From an optimization exercise on the open Yosys and OpenROAD flow, aimed at small area and a short achievable clock period; shortcuts taken in it are not production practice. RTL that was checked went through simulation tests only; none was proved equivalent to the original. Power and IR drop assume default switching activity.

==> flow/design.v <==
`timescale 1ns/1ps
`default_nettype none
module lead_zero_count
(
    input  wire  [105:0] fract,
    output logic [6:0]   count
);
    logic [127:0] x;
    logic [63:0]  v1;  logic [63:0]  c1;    
    logic [31:0]  v2;  logic [63:0]  c2;    
    logic [15:0]  v3;  logic [47:0]  c3;    
    logic [7:0]   v4;  logic [31:0]  c4;    
    logic [3:0]   v5;  logic [19:0]  c5;    
    logic [1:0]   v6;  logic [11:0]  c6;    
    assign x = {fract, 1'b1, 21'b0};
    always_comb
    begin
        for (int i = 0; i < 64; i++)
        begin
            v1[i] = x[2*i+1] | x[2*i];
            c1[i] = ~x[2*i+1];
        end
        for (int i = 0; i < 32; i++)
        begin
            v2[i] = v1[2*i+1] | v1[2*i];
            c2[2*i+:2] = v1[2*i+1] ? {1'b0, c1[2*i+1]} : {1'b1, c1[2*i]};
        end
        for (int i = 0; i < 16; i++)
        begin
            v3[i] = v2[2*i+1] | v2[2*i];
            c3[3*i+:3] = v2[2*i+1] ? {1'b0, c2[2*(2*i+1)+:2]} : {1'b1, c2[2*(2*i)+:2]};
        end
        for (int i = 0; i < 8; i++)
        begin
            v4[i] = v3[2*i+1] | v3[2*i];
            c4[4*i+:4] = v3[2*i+1] ? {1'b0, c3[3*(2*i+1)+:3]} : {1'b1, c3[3*(2*i)+:3]};
        end
        for (int i = 0; i < 4; i++)
        begin
            v5[i] = v4[2*i+1] | v4[2*i];
            c5[5*i+:5] = v4[2*i+1] ? {1'b0, c4[4*(2*i+1)+:4]} : {1'b1, c4[4*(2*i)+:4]};
        end
        for (int i = 0; i < 2; i++)
        begin
            v6[i] = v5[2*i+1] | v5[2*i];
            c6[6*i+:6] = v5[2*i+1] ? {1'b0, c5[5*(2*i+1)+:5]} : {1'b1, c5[5*(2*i)+:5]};
        end
        count = v6[1] ? {1'b0, c6[11:6]} : {1'b1, c6[5:0]};
    end
endmodule
`default_nettype wire
`timescale 1ns/1ps
`default_nettype none
module normalizer
(
    input  wire  [105:0] fract_in,
    input  wire  [10:0]  exp_in,
    output logic [52:0]  trunc_n_out,  
    output logic         guard_n_out,  
    output logic         sticky_out,   
    output logic [10:0]  exp_out,      
    output logic [10:0]  exp_inc_out,  
    output logic         denorm_out,
    output logic         kill_out,     
    output logic         exp_ovf_out,  
    output logic         exp_top_out   
);
    logic [10:0]  e1;        
    logic [6:0]   lz;
    logic [6:0]   sh;        
    logic [6:0]   bit_gt;    
    logic [6:0]   bit_eq;    
    logic         limited;   
    assign e1 = {exp_in[10:1], exp_in[0] | ~|exp_in[10:1]};
    lead_zero_count u_lzc
    (
        .fract (fract_in),
        .count (lz)
    );
    logic [7:0] gt_above;    
    logic [7:0] lt_above;
    always_comb
    begin
        for (int k = 0; k < 7; k++)
        begin
            bit_gt[k] = lz[k] & ~e1[k];
            bit_eq[k] = lz[k] ~^ e1[k];
        end
        for (int k = 0; k <= 7; k++)
        begin
            gt_above[k] = 1'b0;
            lt_above[k] = |e1[10:7];
            for (int j = k; j < 7; j++)
            begin
                logic above_eq;
                above_eq = 1'b1;
                for (int i = j + 1; i < 7; i++)
                    above_eq = above_eq & bit_eq[i];
                gt_above[k] = gt_above[k] | (~|e1[10:7] & bit_gt[j] & above_eq);
                lt_above[k] = lt_above[k] | (~lz[j] & e1[j] & above_eq);
            end
        end
        for (int k = 0; k < 7; k++)
            sh[k] = lt_above[k+1] ? lz[k] : gt_above[k+1] ? e1[k] : (lz[k] & e1[k]);
        limited = gt_above[0];
    end
    logic [52:0] trunc_n;
    logic        guard_n;
    norm_shift u_shift
    (
        .fract     (fract_in),
        .sh        (sh),
        .sh_n      (~sh),
        .trunc_n   (trunc_n),
        .guard_n   (guard_n),
        .sticky    (sticky_out)
    );
    assign trunc_n_out = trunc_n;
    assign guard_n_out = guard_n;
    assign denorm_out  = limited;
    assign exp_out     = limited ? 11'd1 : exp_in + 11'd1 - {4'b0, lz};
    assign exp_inc_out = limited ? 11'd2 : exp_in + 11'd2 - {4'b0, lz};
    assign kill_out    = ~|exp_in & ~fract_in[105] & ~fract_in[104];
    assign exp_ovf_out = fract_in[105] & (&exp_in[10:1]);
    assign exp_top_out = (&exp_in[10:2]) &
                         ((fract_in[105] & (exp_in[1:0] == 2'd1 | exp_in[1:0] == 2'd2)) |
                          (~fract_in[105] & fract_in[104] & exp_in[1]) |
                          (fract_in[105:103] == 3'b001 & exp_in[1:0] == 2'd3));
endmodule
module norm_shift
(
    input  wire  [105:0] fract,
    input  wire  [6:0]   sh,
    input  wire  [6:0]   sh_n,
    output logic [52:0]  trunc_n,    
    output logic         guard_n,    
    output logic         sticky      
);
    function automatic logic [105:0] step(input logic [105:0] d, input logic s,
                                          input logic s_n, input int k, input int lo,
                                          input logic pos);
        logic [105:0] q;
        q = '0;
        for (int i = 0; i < 106; i++)
        begin
            if (i < lo)
                q[i] = 1'b0;
            else if (i >= 106 - k)
            begin
                if (i < k)
                    q[i] = ~d[i];
                else if (pos)
                    q[i] = ~(d[i] | (s & d[i-k]));
                else
                    q[i] = ~(d[i] & (s_n | d[i-k]));
            end
            else if (i >= k)
                q[i] = ~((d[i-k] | s_n) & (d[i] | s));
            else if (pos)
                q[i] = ~(d[i] & s_n);
            else
                q[i] = ~(d[i] | s);
        end
        step = q;
    endfunction
    logic [105:0] q6, q5, q4, q3, q2, q1, q0;    
    logic [5:0]   drop;
    always_comb
    begin
        q6 = step(fract, sh[6], sh_n[6], 64, 0,  1'b1);
        q5 = step(q6,    sh[5], sh_n[5], 32, 21, 1'b0);
        q4 = step(q5,    sh[4], sh_n[4], 16, 37, 1'b1);
        q3 = step(q4,    sh[3], sh_n[3], 8,  45, 1'b0);
        q2 = step(q3,    sh[2], sh_n[2], 4,  49, 1'b1);
        q1 = step(q2,    sh[1], sh_n[1], 2,  51, 1'b0);
        q0 = step(q1,    sh[0], sh_n[0], 1,  52, 1'b1);
        drop[5] = sh_n[5] & (~&q6[20:1] | (~q6[0] & |sh[4:0]));
        drop[4] = sh_n[4] & |q5[36:21];
        drop[3] = sh_n[3] & ~&q4[44:37];
        drop[2] = sh_n[2] & |q3[48:45];
        drop[1] = sh_n[1] & ~&q2[50:49];
        drop[0] = sh_n[0] & q1[51];
    end
    assign trunc_n = q0[105:53];
    assign guard_n = q0[52];
    assign sticky  = |drop;
endmodule
`default_nettype wire
`timescale 1ns/1ps
`default_nettype none
module rounder
(
    input  wire          clk,
    input  wire          reset,
    input  wire          sign,
    input  wire  [1:0]   r_mode,
    input  wire  [52:0]  in_trunc_n,   
    input  wire          in_guard_n,   
    input  wire          in_sticky,
    input  wire  [10:0]  in_exp,       
    input  wire  [10:0]  in_exp_inc,   
    input  wire          in_denorm,
    input  wire          in_kill,
    input  wire          in_exp_ovf,
    input  wire          in_exp_top,   
    output logic [52:0]  fract_out,
    output logic [10:0]  exp_out,
    output logic         dn_out,
    output logic         ine_out,
    output logic         overflow_out,
    output logic         infinite_out
);
    logic [52:0] in_trunc;
    logic        in_guard;
    logic        inexact;
    logic        round_inc;
    logic        carry;
    logic [52:0] fract_rnd;
    logic        overflow;
    logic        to_inf;
    logic [52:0] fract_next;
    logic [10:0] exp_next;
    assign in_trunc = ~in_trunc_n;
    assign in_guard = ~in_guard_n;
    assign inexact  = in_guard | in_sticky;
    always_comb
    begin
        case (r_mode)
            2'd0:    round_inc = in_guard & (in_sticky | in_trunc[0]);
            2'd1:    round_inc = 1'b0;
            2'd2:    round_inc = inexact & ~sign;
            default: round_inc = inexact & sign;
        endcase
    end
    logic [7*53-1:0] pre;
    logic [52:0]     all;
    always_comb
    begin
        pre[52:0] = in_trunc;
        for (int l = 1; l < 7; l++)
            for (int i = 0; i < 53; i++)
                if (((i >> (l - 1)) & 1) == 1)
                    pre[53*l + i] = pre[53*(l-1) + i] &
                                    pre[53*(l-1) + ((i >> (l - 1)) << (l - 1)) - 1];
                else
                    pre[53*l + i] = pre[53*(l-1) + i];
        all = pre[7*53-1:6*53];
    end
    assign carry     = round_inc & all[52];
    assign fract_rnd = (in_trunc ^ ({53{round_inc}} & {all[51:0], 1'b1})) | {carry, 52'b0};
    assign overflow = in_exp_ovf | (carry & in_exp_top);
    assign to_inf   = overflow & ((r_mode == 2'd0) | ((r_mode == 2'd2) & ~sign) |
                                  ((r_mode == 2'd3) & sign));
    always_comb
    begin
        if (to_inf | in_kill)
            fract_next = '0;
        else if (overflow)
            fract_next = '1;
        else
            fract_next = fract_rnd;
        if (to_inf)
            exp_next = 11'h7FF;
        else if (overflow)
            exp_next = 11'h7FE;
        else if (in_kill)
            exp_next = 11'd1;
        else
            exp_next = carry ? in_exp_inc : in_exp;
    end
    always_ff @(posedge clk)
    begin
        if (reset)
        begin
            fract_out    <= '0;
            exp_out      <= '0;
            dn_out       <= 1'b0;
            ine_out      <= 1'b0;
            overflow_out <= 1'b0;
            infinite_out <= 1'b0;
        end
        else
        begin
            fract_out    <= fract_next;
            exp_out      <= exp_next;
            dn_out       <= in_denorm;
            ine_out      <= (inexact & ~in_kill) | overflow;
            overflow_out <= overflow;
            infinite_out <= to_inf;
        end
    end
endmodule
`default_nettype wire
`timescale 1ns/1ps
`default_nettype none
module norm_rnd
(
    input  wire          clk,
    input  wire          reset,
    input  wire  [105:0] fract_in,
    input  wire  [10:0]  exp_in,
    input  wire          sign,
    input  wire  [1:0]   r_mode,
    output logic [52:0]  fract_out,
    output logic [10:0]  exp_out,
    output logic         dn_out,
    output logic         ine_out,
    output logic         overflow_out,
    output logic         infinite_out
);
    logic [52:0] nb_trunc_n;
    logic        nb_guard_n;
    logic        nb_sticky;
    logic [10:0] nb_exp;
    logic [10:0] nb_exp_inc;
    logic        nb_denorm;
    logic        nb_kill;
    logic        nb_exp_ovf;
    logic        nb_exp_top;
    normalizer u_normalizer
    (
        .fract_in    (fract_in),
        .exp_in      (exp_in),
        .trunc_n_out (nb_trunc_n),
        .guard_n_out (nb_guard_n),
        .sticky_out  (nb_sticky),
        .exp_out     (nb_exp),
        .exp_inc_out (nb_exp_inc),
        .denorm_out  (nb_denorm),
        .kill_out    (nb_kill),
        .exp_ovf_out (nb_exp_ovf),
        .exp_top_out (nb_exp_top)
    );
    rounder u_rounder
    (
        .clk          (clk),
        .reset        (reset),
        .sign         (sign),
        .r_mode       (r_mode),
        .in_trunc_n   (nb_trunc_n),
        .in_guard_n   (nb_guard_n),
        .in_sticky    (nb_sticky),
        .in_exp       (nb_exp),
        .in_exp_inc   (nb_exp_inc),
        .in_denorm    (nb_denorm),
        .in_kill      (nb_kill),
        .in_exp_ovf   (nb_exp_ovf),
        .in_exp_top   (nb_exp_top),
        .fract_out    (fract_out),
        .exp_out      (exp_out),
        .dn_out       (dn_out),
        .ine_out      (ine_out),
        .overflow_out (overflow_out),
        .infinite_out (infinite_out)
    );
endmodule
`default_nettype wire
export LEC_CHECK = 0
export ABC_AREA = 0
export CAP_MARGIN = 20
export CORE_MARGIN = 2
export CORE_UTILIZATION = 30
export SLEW_MARGIN = 20
export SYNTH_HIERARCHICAL = 1
export SYNTH_MINIMUM_KEEP_SIZE = 0
export TNS_END_PERCENT = 100
create_clock -name core_clock -period 14.0 [get_ports {clk}]
standard.sh (not shown) runs the stock make flow with config.mk's settings and CLKGATE_MAP_FILE= SYNTH_SCRIPT=/design/flow/synth_recipe.tcl, a recipe that flattens the netlist after the stock synthesis.
==> flow/flow/run.sh <==
#!/bin/bash
# The standard layout, with plain buf_1 cells as the port buffers instead of
# the delay cells buffer_ports picks by default. Every port still gets its
# own buffer.
set -euo pipefail
export BUFFER_PORTS_ARGS="-buffer_cell sky130_fd_sc_hd__buf_1"
export SETUP_SLACK_MARGIN=4.5
bash standard.sh > standard_flow.log 2>&1
Rerun with:
--- a/flow/design.v
+++ b/flow/design.v
@@ -73,9 +73,15 @@
     logic         limited;   
     assign e1 = {exp_in[10:1], exp_in[0] | ~|exp_in[10:1]};
+    logic [6:0] lz_full;
     lead_zero_count u_lzc
     (
         .fract (fract_in),
-        .count (lz)
+        .count (lz_full)
     );
+    logic zero_hi64, zero_hi32, zero_mid32;
+    assign zero_hi64  = ~|fract_in[105:42];
+    assign zero_hi32  = ~|fract_in[105:74];
+    assign zero_mid32 = ~|fract_in[41:10];
+    assign lz = {zero_hi64, zero_hi64 ? zero_mid32 : zero_hi32, lz_full[4:0]};
     logic [7:0] gt_above;    
     logic [7:0] lt_above;
Effect: The new run finished with timing, DRC and antenna clean. Worst setup slack got worse by 0.13 ns. Total power went down slightly. Design area rises by a few percent. Routed wire length climbs by roughly a tenth. Clock power fell by a few percent. Area after synthesis came out higher by a few percent. Utilization is about the same. Cell count went up by a few percent. Non-clock buffer count drops by 3. Clock-buffer cell count is higher by 2. Sequential power stays flat. Hold slack is worse by 0.018 ns. Flip-flop and latch count is unchanged. Die area climbs by a few percent.
Function not checked in the second run of this note: the RTL went through the layout flow alone.

---

## 04-10
RTL: the design.v shown in full above, as it stands there.
==> flow/config.mk <==
export PLATFORM = sky130hd
export DESIGN_NAME = norm_rnd
export DESIGN_NICKNAME = norm_rnd
export VERILOG_FILES = /design/flow/design.v
export SDC_FILE = /design/flow/constraint.sdc
export NUM_CORES = 4
export LEC_CHECK = 0
export ABC_AREA = 0
export CAP_MARGIN = 20
export CORE_MARGIN = 2
export CORE_UTILIZATION = 30
export SLEW_MARGIN = 20
export SYNTH_HIERARCHICAL = 1
export SYNTH_MINIMUM_KEEP_SIZE = 0
export TNS_END_PERCENT = 100
==> flow/constraint.sdc <==
create_clock -name core_clock -period 14.0 [get_ports {clk}]
set_input_delay 2.8000 -clock core_clock [delete_from_list [all_inputs] [get_ports {clk}]]
set_output_delay 2.8000 -clock core_clock [all_outputs]
set_load 0.01 [all_outputs]
==> flow/flow/run.sh <==
#!/bin/bash
# The standard layout, with plain buf_1 cells as the port buffers instead of
# the delay cells buffer_ports picks by default. Every port still gets its
# own buffer.
set -euo pipefail
export BUFFER_PORTS_ARGS="-buffer_cell sky130_fd_sc_hd__buf_1"
export SETUP_SLACK_MARGIN=5
export SKIP_GATE_CLONING=1
bash standard.sh > standard_flow.log 2>&1
04-10 did not stop at any stage, and its layout met the timing, design-rule and antenna checks.
### 04-10 -> 07-16
--- a/flow/design.v
+++ b/flow/design.v
@@ -70,5 +70,4 @@
     logic [6:0]   sh;        
     logic [6:0]   bit_gt;    
-    logic [6:0]   bit_eq;    
     logic         limited;   
     assign e1 = {exp_in[10:1], exp_in[0] | ~|exp_in[10:1]};
@@ -78,4 +77,5 @@
         .count (lz)
     );
+    logic [6:0] bit_lt;      
     logic [7:0] gt_above;    
     logic [7:0] lt_above;
@@ -85,5 +85,5 @@
         begin
             bit_gt[k] = lz[k] & ~e1[k];
-            bit_eq[k] = lz[k] ~^ e1[k];
+            bit_lt[k] = ~lz[k] & e1[k];
         end
         for (int k = 0; k <= 7; k++)
@@ -93,10 +93,14 @@
             for (int j = k; j < 7; j++)
             begin
-                logic above_eq;
-                above_eq = 1'b1;
+                logic no_lt, no_gt;
+                no_lt = 1'b1;
+                no_gt = 1'b1;
                 for (int i = j + 1; i < 7; i++)
-                    above_eq = above_eq & bit_eq[i];
-                gt_above[k] = gt_above[k] | (~|e1[10:7] & bit_gt[j] & above_eq);
-                lt_above[k] = lt_above[k] | (~lz[j] & e1[j] & above_eq);
+                begin
+                    no_lt = no_lt & ~bit_lt[i];
+                    no_gt = no_gt & ~bit_gt[i];
+                end
+                gt_above[k] = gt_above[k] | (~|e1[10:7] & bit_gt[j] & no_lt);
+                lt_above[k] = lt_above[k] | (bit_lt[j] & no_gt);
             end
         end
@@ -119,6 +123,6 @@
     assign guard_n_out = guard_n;
     assign denorm_out  = limited;
-    assign exp_out     = limited ? 11'd1 : exp_in + 11'd1 - {4'b0, lz};
-    assign exp_inc_out = limited ? 11'd2 : exp_in + 11'd2 - {4'b0, lz};
+    assign exp_out     = exp_in + 11'd1 - {4'b0, sh};
+    assign exp_inc_out = exp_in + 11'd2 - {4'b0, sh};
     assign kill_out    = ~|exp_in & ~fract_in[105] & ~fract_in[104];
     assign exp_ovf_out = fract_in[105] & (&exp_in[10:1]);
[summary]
- 04-10 → 07-16: utilization level, wire length on met3 shrank by 250 um, core box area went down about 3%.
- Against 04-10 as the reference, 07-16 delivers a lower setup slack after layout.
- Initial core utilization of 04-10 is on par with 07-16.
- Of the two values seen for worst setup path endpoint, u_rounder.fract_out[15] was produced by 07-16 and u_rounder.fract_out[51] by 04-10.
- Per the comparison of 07-16 with 04-10, met1 usage in global routing now larger; count of different cell masters after synthesis grew by 1.1%; buffers plus inverters on the worst setup path -3; logic gate share of total power went down by 2.1 points; die area moved down.
- | number of instances in the placed design | higher: 04-10 |
- Diff 04-10 -> 07-16 | maximum number of pins on one net before global-route repair | up slightly
- Final instance area, 07-16 and 04-10: smaller value in 07-16
- After detailed routing, 04-10 needs less wire than 07-16.

## static timing again, ports no longer ideal
How much do the figures lean on ideal ports? The routed layouts below were timed once more, with nothing changed but the port constraints. Step 1 assumes that a clkbuf_16 drives the clock port and a buf_2 every other input. Step 2, shift: input delay + t, output delay - t, t = (earliest + latest rising clock arrival at the registers) / 2. This alone moves slack from input paths to output paths. Three values: no drivers, after step 1, after step 2; two values: the first two.
| run | shift t [ns] | setup slack, ns | worst hold slack (ns) |
|---|---|---|---|
| the first run of note 1 | 0.357 | 4.838 / 4.849 / 4.491 | 2.777 / 2.781 / 3.139 |
| the second run of note 1 | 0.358 | 4.712 / 4.725 / 4.367 | 2.759 / 2.748 / 3.106 |
| 04-10 | 0.357 | 5.187 / 5.205 / 4.848 | 2.777 / 2.782 / 3.139 |
| 07-16 | 0.377 | 5.141 / 5.162 / 4.785 | 2.788 / 2.771 / 3.148 |
After both steps every run listed still meets setup and hold. The setup slack of 07-16, which loses most, moves by +0.021 ns with the drivers and by -0.356 ns with both steps.
